Source: an optimization exercise on an open RTL-to-GDS flow (aim: small area, a short achievable clock period and few clock cycles per item). Production flows keep margins and buffers that such runs may drop. Where RTL was checked, it was by simulation tests only, not by an equivalence proof against the original.

==> flow/design.v (excerpt) <==
module ex_stage_muldiv
#(
  parameter int unsigned XLEN    = 32,
  parameter int unsigned MUL_LAT = 2
) (
  input  logic            clk,
  input  logic            rst_n,
  input  logic [3:0]      ALUCode_ex,
  input  logic            ALUSrcA_ex,
  input  logic [1:0]      ALUSrcB_ex,
  input  logic [XLEN-1:0] Imm_ex,
  input  logic [XLEN-1:0] PC_ex,
  input  logic [4:0]      rs1Addr_ex,
  input  logic [4:0]      rs2Addr_ex,
  input  logic [XLEN-1:0] rs1Data_ex,
  input  logic [XLEN-1:0] rs2Data_ex,
  input  logic [XLEN-1:0] ALUResult_mem,
  input  logic [4:0]      rdAddr_mem,
  input  logic            RegWrite_mem,
  input  logic [XLEN-1:0] RegWriteData_wb,
  input  logic [4:0]      rdAddr_wb,
  input  logic            RegWrite_wb,
  input  logic            MdValid_ex,
  input  logic [2:0]      MdOp_ex,
  input  logic            Flush_ex,
  output logic [XLEN-1:0] ALUResult_ex,
  output logic [XLEN-1:0] MemWriteData_ex,
  output logic [XLEN-1:0] ALU_A,
  output logic [XLEN-1:0] ALU_B,
  output logic            Stall_ex,
  output logic            MdBusy
);
For scale: ~5800 cells after synthesis, ~110 flip-flops, roughly 360 I/O pins.
export LEC_CHECK = 0
export ABC_AREA = 1
export CAP_MARGIN = 20
export CORE_MARGIN = 2
export CORE_UTILIZATION = 40
export SETUP_SLACK_MARGIN = 4
export SLEW_MARGIN = 20
export TNS_END_PERCENT = 0
create_clock -name core_clock -period 16.0 [get_ports {clk}]
standard.sh (not shown) runs the stock make flow with config.mk's settings and CLKGATE_MAP_FILE= SYNTH_SCRIPT=/design/flow/synth_recipe.tcl, a recipe that flattens the netlist after the stock synthesis.
==> flow/flow/run.sh <==
#!/bin/bash
# The standard layout (standard.sh), except that the port buffers are plain buf_2 cells
# instead of the delay buffers buffer_ports picks by default (every port still gets a buffer),
# and that timing is not repaired again after global routing.
# make's full output goes to standard.log; ORFS's per-step logs stay under orfs/logs.
export BUFFER_PORTS_ARGS="-buffer_cell sky130_fd_sc_hd__buf_2"
export SKIP_INCREMENTAL_REPAIR=1
bash standard.sh > standard.log 2>&1
The starting point produced a clean layout.
Testbench counts at the start, summed over its fixed seeds: cycles 23,621, instrs 12,000.
Rerun with:
==> flow/flow/run.sh (replaced) <==
#!/bin/bash
# The standard layout (standard.sh), except that the port buffers are plain buf_2 cells
# instead of the delay buffers buffer_ports picks by default. Every port still gets a buffer.
# make's full output goes to standard.log; ORFS's per-step logs stay under orfs/logs.
export BUFFER_PORTS_ARGS="-buffer_cell sky130_fd_sc_hd__buf_2"
bash standard.sh > standard.log 2>&1
ABC_AREA = 0   (was 1)
TNS_END_PERCENT = not set   (was 0)
Effect:
- The new run went through all stages and came out clean
- sequential share of layout area came out lower by 1.3 points
- cell count grows by about 13%
- register-to-register slack hardly moves
- first-iteration DRC count grows by 58%
- design area came out higher by about 27%
- fmax came out higher by 2.8%
Rerun with:
==> flow/flow/run.sh (replaced) <==
#!/bin/bash
# The standard layout (standard.sh), except that the port buffers are plain buf_1 cells
# instead of the delay buffers buffer_ports picks by default. Every port still gets a buffer.
# make's full output goes to standard.log; ORFS's per-step logs stay under orfs/logs.
export BUFFER_PORTS_ARGS="-buffer_cell sky130_fd_sc_hd__buf_1"
bash standard.sh > standard.log 2>&1
ABC_AREA = 1   (was 0)
Outcome: The changed run went through all stages and came out clean. Fmax rises by about 1.3%. Routed wire length falls by 24%. Synthesized cell count falls by about 12%. Cell count falls by 11%. Utilization falls by 0.88 points. Clock-buffer cell count falls by 3. Worst setup slack gets better by 0.16 ns. Critical path depth falls by 12.
Rerun with:
==> flow/flow/run.sh (replaced) <==
#!/bin/bash
# The standard layout (standard.sh), except that the port buffers are plain buf_2 cells
# instead of the delay buffers buffer_ports picks by default. Every port still gets a buffer.
# make's full output goes to standard.log; ORFS's per-step logs stay under orfs/logs.
export BUFFER_PORTS_ARGS="-buffer_cell sky130_fd_sc_hd__buf_2"
bash standard.sh > standard.log 2>&1
Effect: Maximum frequency came out higher by 1.1%; routed wire length is about the same; area after synthesis stays the same; synthesized cell count is unchanged; setup slack gets better by 0.12 ns; sequential share of layout area hardly moves.
Rerun with:
CORE_UTILIZATION = 50   (was 40)
After rerunning: The new run passed the timing, design-rule and antenna checks; worst setup slack is worse by 0.11 ns; final area decreases by 1.1%; wire length decreases by 4.3%; clock skew decreases by 0.0038 ns; first-iteration DRC count increases by 4.6%; hold slack is about the same; via count increases by 0.73%; sequential share of layout area barely changes; register-to-register slack is worse by 0.34 ns.
Rerun with:
CORE_UTILIZATION = 40   (was 50)
TNS_END_PERCENT = 0   (was not set)
The changed run ran to the end with no violations.
Global-route usage shrinks by 8.5 points.
Cell count grows by a few percent.

---

Another version of the RTL of ex_stage_muldiv (not shown whole).
For scale: about 5600 cells after synthesis, ~360 I/O pins, ~37000 um^2 of cells after synthesis.
make LEC_CHECK=0 ABC_AREA=1 CAP_MARGIN=20 CORE_MARGIN=2 CORE_UTILIZATION=40 SETUP_SLACK_MARGIN=5 SLEW_MARGIN=20 TNS_END_PERCENT=0 finish   # period 16.0 ns
run.sh (not shown) runs the stock make flow with config.mk's settings and CLKGATE_MAP_FILE= SYNTH_SCRIPT=/design/flow/synth_recipe.tcl, a recipe that flattens the netlist after the stock synthesis.
Stock flow here: none of the scripts above is used.
==> next run, changes <==
==> flow/flow/run.sh (new file) <==
#!/bin/bash
# The standard layout (standard.sh), except that the port buffers are plain buf_2 cells
# instead of the delay buffers buffer_ports picks by default. Every port still gets a buffer.
cp standard.sh standard.sh.txt
export BUFFER_PORTS_ARGS="-buffer_cell sky130_fd_sc_hd__buf_2"
bash standard.sh > standard.log 2>&1
==> flow/standard.sh (new file) <==
#!/bin/bash
# synth_recipe.tcl (not shown) runs the flow's synth.tcl, then flattens the netlist and writes it again
# the make line also repeats each setting of config.mk as NAME=value (left out here)
make -C /OpenROAD-flow-scripts/flow DESIGN_CONFIG=/design/flow/config.mk WORK_HOME=/design/flow/orfs CLKGATE_MAP_FILE= SYNTH_SCRIPT=/design/flow/synth_recipe.tcl "${@:-finish}"
removed: flow/run.sh
The new run went through all stages and came out clean.
Final cell count shrinks by 0.59%.
Final area shrinks by 5.5%.
Worst setup slack gets better by 0.030 ns.
Utilization shrinks by 2.9 points.
Sequential share of layout area grows by 0.41 points.
==> next run, changes <==
--- a/flow/config.mk
+++ b/flow/config.mk
@@ -14 +13,0 @@
-export TNS_END_PERCENT = 0
What happened:
- The new run passed the timing, design-rule and antenna checks
- worst hold slack loses 0.0090 ns
- sequential share of layout area hardly moves
- worst setup slack loses 0.13 ns
- synthesized area is unchanged
- first-iteration DRC count increases by a little under a tenth
- global-route usage increases by 0.80 points
- routed wire length increases by a few percent
- non-clock buffer count increases by 4
No run of this note included a check of the RTL's function; only the layout flow was run.

==> static timing again, ports no longer ideal <==
No port has a modelled driver above. Below, the same layouts with a new extraction and two added sets of constraints.
Step 1: set_driving_cell puts a clkbuf_16 on clk and a buf_2 on each other input, an assumption about the parent block.
Step 2 times the ports against the registers' clock, not the clock port: input delays grow and output delays shrink by t, the midpoint of the rising clock arrivals with the driver on.
a / b / c = ideal ports / drivers / drivers and shift; a / b = the first two.
run	t, ns	setup WS [ns]	worst hold slack (ns)	worst setup path after step 2
the first run of note 1	0.502	3.546 / 3.511 / 3.524	0.495 / 0.495 / 0.495	input to output
the second run of note 1	0.509	3.891 / 3.822 / 3.895	0.473 / 0.473 / 0.473	input to output
the third run of note 1	0.506	4.048 / 4.026 / 4.026	0.506 / 0.506 / 0.506	input to output
the fourth run of note 1	0.501	4.172 / 4.148 / 4.148	0.496 / 0.496 / 0.496	input to output
the fifth run of note 1	0.509	4.063 / 4.026 / 4.038	0.498 / 0.498 / 0.498	input to output
the sixth run of note 1	0.505	4.059 / 4.003 / 4.129	0.487 / 0.487 / 0.487	input to output
the first run of note 2	0.506	3.975 / 3.946 / 3.946	0.614 / 0.614 / 0.614	input to output
the second run of note 2	0.491	4.005 / 3.958 / 3.958	0.605 / 0.605 / 0.605	input to output
the third run of note 2	0.496	3.879 / 3.848 / 3.848	0.596 / 0.596 / 0.596	input to output
After both steps setup and hold are still met in every run listed. For the second run of note 2, which loses most, drivers alone change the setup slack by -0.047 ns; drivers and shift together by -0.047 ns.
